This design comes from an exercise in tuning for small area, a short achievable clock period and few clock cycles per item on the open sky130 flow, not from production work.
Where RTL was checked, it was by simulation tests only, not by an equivalence proof against the original.
Power figures rest on the tool's default switching activity, not on a simulated workload.

Setup of orange:
// flow_proportioned_pump_timer_unit
module flow_proportioned_pump_timer_unit #(
    parameter int WINDOW_MS = 3600000
) (
    input  logic                        i_clk,
    input  logic                        i_rst_n,
    input  logic                        i_tick_valid,
    output logic                        o_tick_ready,
    input  logic                        i_tick,
    output logic                        o_res_valid,
    input  logic                        i_res_ready,
    output logic                        o_pump_on,
    output logic [fppt_pkg::TIME_W-1:0] o_phase_ms,
    output logic [fppt_pkg::TIME_W-1:0] o_on_time_ms,
    output logic [fppt_pkg::TIME_W-1:0] o_off_time_ms,
    output logic [fppt_pkg::CYC_W-1:0]  o_cycles_per_hour,
    output logic [fppt_pkg::MINF_W-1:0] o_min_flow,
    input  logic                        i_cfg_we,
    input  logic [0:0]                  i_cfg_idx,
    input  logic [fppt_pkg::FLOW_W-1:0] i_cfg_wdata
);
==> flow/config.mk <==
export PLATFORM = sky130hd
export DESIGN_NAME = flow_proportioned_pump_timer_unit
export DESIGN_NICKNAME = flow_proportioned_pump_timer_unit
export VERILOG_FILES = /design/flow/design.v
export SDC_FILE = /design/flow/constraint.sdc
export NUM_CORES = 4
export LEC_CHECK = 0
export CAP_MARGIN = 20
export CORE_MARGIN = 2
export CORE_UTILIZATION = 40
export PLACE_DENSITY = 0.6
export SETUP_SLACK_MARGIN = 3.5
export SLEW_MARGIN = 20
==> flow/constraint.sdc <==
create_clock -name core_clock -period 8.0 [get_ports {i_clk}]
set_input_delay 1.6000 -clock core_clock [delete_from_list [all_inputs] [get_ports {i_clk}]]
set_output_delay 1.6000 -clock core_clock [all_outputs]
set_load 0.01 [all_outputs]
run.sh (not shown) runs the stock make flow with config.mk's settings and CLKGATE_MAP_FILE= SYNTH_SCRIPT=/design/flow/synth_recipe.tcl, a recipe that flattens the netlist after the stock synthesis.
Inputs modified between orange and green:
--- a/flow/design.v
+++ b/flow/design.v
@@ -87,22 +87,21 @@
     output logic [fppt_pkg::TIME_W-1:0]  o_off,
     output logic                         o_rf,
     output logic [1:0]                   o_band,
     output logic [fppt_pkg::MINF_W-1:0]  o_q60,
     output logic                         o_on_zero
 );
     localparam int FW = fppt_pkg::FLOW_W;
     localparam int TW = fppt_pkg::TIME_W;
-    localparam logic [2:0] S_MUL  = 3'd0;
-    localparam logic [2:0] S_DIV  = 3'd1;
-    localparam logic [2:0] S_SKIP = 3'd2;
-    localparam logic [2:0] S_DONE = 3'd3;
-    localparam logic [2:0] S_MUL0 = 3'd4;
-    logic [2:0]    r_state;
+    localparam logic [1:0] S_MUL  = 2'd0;
+    localparam logic [1:0] S_DIV  = 2'd1;
+    localparam logic [1:0] S_SKIP = 2'd2;
+    localparam logic [1:0] S_DONE = 2'd3;
+    logic [1:0]    r_state;
     logic [3:0]    r_cnt;
     logic [FW-1:0] r_rem;
     logic [TW-1:0] r_quo;
     logic [4:0]    r_nrem;
     logic [1:0]    r_band;
     logic [FW+1:0] r_m3;
     logic [3:0]    r_m60_cnt;
     logic [5:0]    r_r60;
@@ -125,20 +124,20 @@
     logic [1:0]    w_q60;
     logic [FW-1:0] w_c4b;
     logic [FW-1:0] w_h, w_hm1;
     logic          w_s0;
     logic [1:0]    w_off_lo;
     logic          w_rf;
     logic [1:0]    w_q;
     logic [TW-1:0] w_off_div;
-    assign w_fnext = (r_state == S_MUL0) ? i_flow : i_wdata;
+    assign w_fnext = (i_idx == 1'b1) ? i_wdata : i_flow;
     assign w_y     = {w_fnext, 7'd0} - {5'd0, w_fnext, 2'd0} + {7'd0, w_fnext};
     always_ff @(posedge i_clk) begin
-        r_m3 <= {1'b0, i_max_flow, 1'b0} + {2'b00, i_max_flow};
+        if (i_we && i_idx == 1'b0) r_m3 <= {1'b0, i_wdata, 1'b0} + {2'b00, i_wdata};
     end
     assign w_yr = {r_rem[4:0], r_quo};
     assign w_a  = {w_yr, 8'd0} - {3'd0, w_yr, 5'd0} + {8'd0, w_yr};
     assign w_mz = (i_max_flow == '0);
     assign w_fz = (i_flow == '0);
     assign w_ge = (i_flow >= i_max_flow);
     assign w_c1 = (({3'b000, i_flow, 2'b00} + {5'd0, i_flow}) <= {7'd0, i_max_flow[FW-1:2]});
     assign w_c2 = (({3'b000, i_flow, 2'b00} + {5'd0, i_flow}) <= {6'd0, i_max_flow[FW-1:1]});
@@ -164,32 +163,29 @@
         .o_q     (w_q)
     );
     assign w_last     = (r_state == S_DIV) && (r_cnt == 4'd10);
     assign w_rf       = (w_nrem != '0);
     assign w_m60_done = (r_m60_cnt == 4'd10);
     assign o_ready    = (r_state == S_DONE) || ((w_last || r_state == S_SKIP) && w_m60_done);
     assign w_commit   = (w_last || r_state == S_SKIP) && w_m60_done && i_free;
     always_ff @(posedge i_clk) begin
-        if (!i_rst_n) begin
-            r_state <= S_MUL0;
-        end else if (i_we) begin
-            r_state <= (i_idx == 1'b0 || r_state == S_MUL0) ? S_MUL0 : S_MUL;
+        if (!i_rst_n || i_we) begin
+            r_state <= S_MUL;
         end else begin
             case (r_state)
-                S_MUL0:  r_state <= S_MUL;
                 S_MUL:   r_state <= (w_ge || w_fz) ? S_SKIP : S_DIV;
                 S_DIV:   if (w_commit) r_state <= S_DONE;
                 S_SKIP:  if (w_commit) r_state <= S_DONE;
                 default: ;
             endcase
         end
     end
     always_ff @(posedge i_clk) begin
-        if (i_we || r_state == S_MUL0) begin
+        if (i_we) begin
             r_rem <= FW'(w_y[26:TW]);
             r_quo <= w_y[TW-1:0];
         end else if (r_state == S_MUL) begin
             r_rem  <= w_a[34:15];
             r_quo  <= w_ge ? (w_mz ? '0 : TW'(WINDOW_MS)) : {w_a[14:0], 7'd0};
             r_nrem <= '0;
             r_cnt  <= '0;
             r_band <= w_band;
Findings:
Compared with orange, green shows a area added between synthesis and finish that is 0.57 points higher. orange reports its uppermost layer routed as met4 while green reports met5. orange -> green: per-cell routed wire length increased by a few percent. Relative to orange, share of power burned in combinational logic decreased by 2.1 points in green. orange → green: number of antenna violations at the first check in global routing saw an increase; routed wire length up about 5%.
Testbench counts of green, summed over its fixed seeds: cycles 4,334, updates 320.
For orange, only the layout was checked, not whether the RTL still works.


Another version of the RTL of flow_proportioned_pump_timer_unit (not shown whole).
Size: ~120 I/O pins, ~25000 sq um of cells after synthesis.
make LEC_CHECK=0 CAP_MARGIN=20 CORE_MARGIN=2 CORE_UTILIZATION=40 PLACE_DENSITY=0.6 SETUP_SLACK_MARGIN=3.5 SLEW_MARGIN=20 finish   # period 8.0 ns
Edit:
--- a/flow/design.v
+++ b/flow/design.v
@@ -83,15 +83,16 @@
     input  logic                         i_free,
     output logic                         o_ready,
     output logic                         o_commit,
     output logic [fppt_pkg::TIME_W-1:0]  o_on,
     output logic [fppt_pkg::TIME_W-1:0]  o_off,
     output logic                         o_rf,
     output logic [1:0]                   o_band,
-    output logic [fppt_pkg::MINF_W-1:0]  o_q60
+    output logic [fppt_pkg::MINF_W-1:0]  o_q60,
+    output logic                         o_on_zero
 );
     localparam int FW = fppt_pkg::FLOW_W;
     localparam int TW = fppt_pkg::TIME_W;
     localparam logic [1:0] S_MUL  = 2'd0;
     localparam logic [1:0] S_DIV  = 2'd1;
     localparam logic [1:0] S_SKIP = 2'd2;
     localparam logic [1:0] S_DONE = 2'd3;
@@ -200,16 +201,16 @@
         case (r_band)
             fppt_pkg::BAND_N4:  w_c4b = FW'(WINDOW_MS / 16);
             fppt_pkg::BAND_N15: w_c4b = FW'(WINDOW_MS / 60);
             fppt_pkg::BAND_N30: w_c4b = FW'(WINDOW_MS / 120);
             default:            w_c4b = FW'(WINDOW_MS / 4);
         endcase
     end
-    assign w_h       = w_c4b - r_quo[FW-1:0];
     assign w_hm1     = w_c4b - r_quo[FW-1:0] - 1'b1;
+    assign w_h       = w_hm1 + 1'b1;
     assign w_s0      = (r_nrem == '0) && (w_q == 2'd0);
     always_comb begin
         case ({w_digit, w_rf})
             3'b001, 3'b010: w_off_lo = 2'd3;
             3'b011, 3'b100: w_off_lo = 2'd2;
             3'b101, 3'b110: w_off_lo = 2'd1;
             default:        w_off_lo = 2'd0;
@@ -245,14 +246,15 @@
         end
     end
     assign o_commit = w_commit;
     assign o_on     = (r_state == S_SKIP) ? r_quo : {r_quo[TW-3:0], w_digit};
     assign o_off    = (r_state == S_SKIP) ? (r_quo[TW-1] ? '0 : TW'(WINDOW_MS)) : w_off_div;
     assign o_rf     = (r_state == S_SKIP) ? 1'b0 : w_rf;
     assign o_band   = r_band;
+    assign o_on_zero = (r_quo[TW-3:0] == '0) && ((r_state == S_SKIP) ? (r_quo[TW-1:TW-2] == 2'b00) : (w_digit == 2'b00));
     assign o_q60    = r_q60[fppt_pkg::MINF_W-1:0];
 endmodule
 module flow_proportioned_pump_timer_unit #(
     parameter int WINDOW_MS = 3600000
 ) (
     input  logic                        i_clk,
     input  logic                        i_rst_n,
@@ -299,14 +301,19 @@
     logic          w_free;
     logic          w_take;
     logic [TW-1:0] w_phase;
     logic [TW-1:0] w_base;
     logic [TW-1:0] w_period;
     logic          w_le_on;
     logic          w_le_per;
+    logic          w_on_zero;
+    logic          r_past_on;
+    logic          r_past_per;
+    logic          w_eq_on;
+    logic          w_eq_per;
     fppt_seq #(
         .WINDOW_MS (WINDOW_MS)
     ) u_seq (
         .i_clk      (i_clk),
         .i_rst_n    (i_rst_n),
         .i_we       (i_cfg_we),
         .i_idx      (i_cfg_idx),
@@ -316,15 +323,16 @@
         .i_free     (w_free),
         .o_ready    (w_ready),
         .o_commit   (w_commit),
         .o_on       (w_on),
         .o_off      (w_off),
         .o_rf       (w_rf),
         .o_band     (w_band),
-        .o_q60      (w_q60)
+        .o_q60      (w_q60),
+        .o_on_zero  (w_on_zero)
     );
     assign w_free       = !r_res_valid || i_res_ready;
     assign o_tick_ready = w_ready && !i_cfg_we && w_free;
     assign w_take       = i_tick_valid && o_tick_ready;
     always_comb begin
         if (r_p_zero)     w_phase = '0;
         else if (r_p_inc) w_phase = r_p + 1'b1;
@@ -335,34 +343,42 @@
             fppt_pkg::BAND_N4:  w_base = BASE_N4;
             fppt_pkg::BAND_N15: w_base = BASE_N15;
             fppt_pkg::BAND_N30: w_base = BASE_N30;
             default:            w_base = BASE_N1;
         endcase
     end
     assign w_period = w_base - TW'(r_rf);
-    assign w_le_on  = r_p_zero || (r_p < r_on) || (!r_p_inc && r_p == r_on);
-    assign w_le_per = r_p_zero || (r_p < w_period) || (!r_p_inc && r_p == w_period);
+    assign w_le_on  = !r_past_on;
+    assign w_le_per = !r_past_per;
+    assign w_eq_on  = w_commit ? w_on_zero : (w_phase == r_on);
+    assign w_eq_per = !w_commit && (w_phase == w_period);
     always_ff @(posedge i_clk) begin
         if (!i_rst_n) begin
             r_max_flow  <= '0;
             r_flow      <= '0;
             r_p_zero    <= 1'b1;
             r_p_inc     <= 1'b0;
+            r_past_on   <= 1'b0;
+            r_past_per  <= 1'b0;
             r_pump      <= 1'b0;
             r_res_valid <= 1'b0;
         end else begin
             if (i_cfg_we) begin
                 if (i_cfg_idx == 1'b0) r_max_flow <= i_cfg_wdata;
                 else                   r_flow     <= i_cfg_wdata;
-                r_p_zero <= 1'b1;
-                r_p_inc  <= 1'b0;
+                r_p_zero   <= 1'b1;
+                r_p_inc    <= 1'b0;
+                r_past_on  <= 1'b0;
+                r_past_per <= 1'b0;
             end else if (w_take) begin
                 if (i_tick) begin
-                    r_p_zero <= !w_le_per;
-                    r_p_inc  <= w_le_per;
+                    r_p_zero   <= !w_le_per;
+                    r_p_inc    <= w_le_per;
+                    r_past_on  <= w_le_per && (!w_le_on || w_eq_on);
+                    r_past_per <= w_le_per && w_eq_per;
                     if (w_le_on)       r_pump <= 1'b1;
                     else if (w_le_per) r_pump <= 1'b0;
                 end else begin
                     r_p_zero <= 1'b0;
                     r_p_inc  <= 1'b0;
                 end
             end
Result:
- clock power decreases by about a fifth
- wire length decreases slightly
- non-clock buffer count shrinks by 3
- die area is lower by a few percent
- utilization is lower by 0.11 points
- total power drops slightly
Testbench counts after the change, summed over its fixed seeds: cycles 4,334, updates 320.
No functional check of the RTL was part of the first run of this note.

static timing again, ports no longer ideal:
How much do the figures lean on ideal ports? The routed layouts below were timed once more, with nothing changed but the port constraints.
Step 1, drivers: a clkbuf_16 drives i_clk and a buf_2 each remaining input, both assumed.
Step 2 adds t to the input delays and takes it off the output delays; t is the mean of the earliest and latest rising clock arrival at the registers after step 1. Input paths then give back, and output paths get back, about the clock's delay inside the block.
a / b / c = ideal / step 1 / step 2; a / b = the first two.
run | t (ns) | slack for setup (ns) | latest minus earliest clock arrival (ns)
orange | 0.635 | 3.254 / 3.272 / 2.637 | 0.024 / 0.023
green | 0.647 | 3.303 / 3.147 / 2.501 | 0.024 / 0.025
the first run of note 2 | 0.617 | 3.455 / 3.324 / 2.707 | 0.015 / 0.015
the second run of note 2 | 0.629 | 3.241 / 3.241 / 2.628 | 0.021 / 0.020
After both steps setup and hold are still met in every run listed. The setup slack of green, which loses most, moves by -0.156 ns with the drivers and by -0.802 ns with both steps.
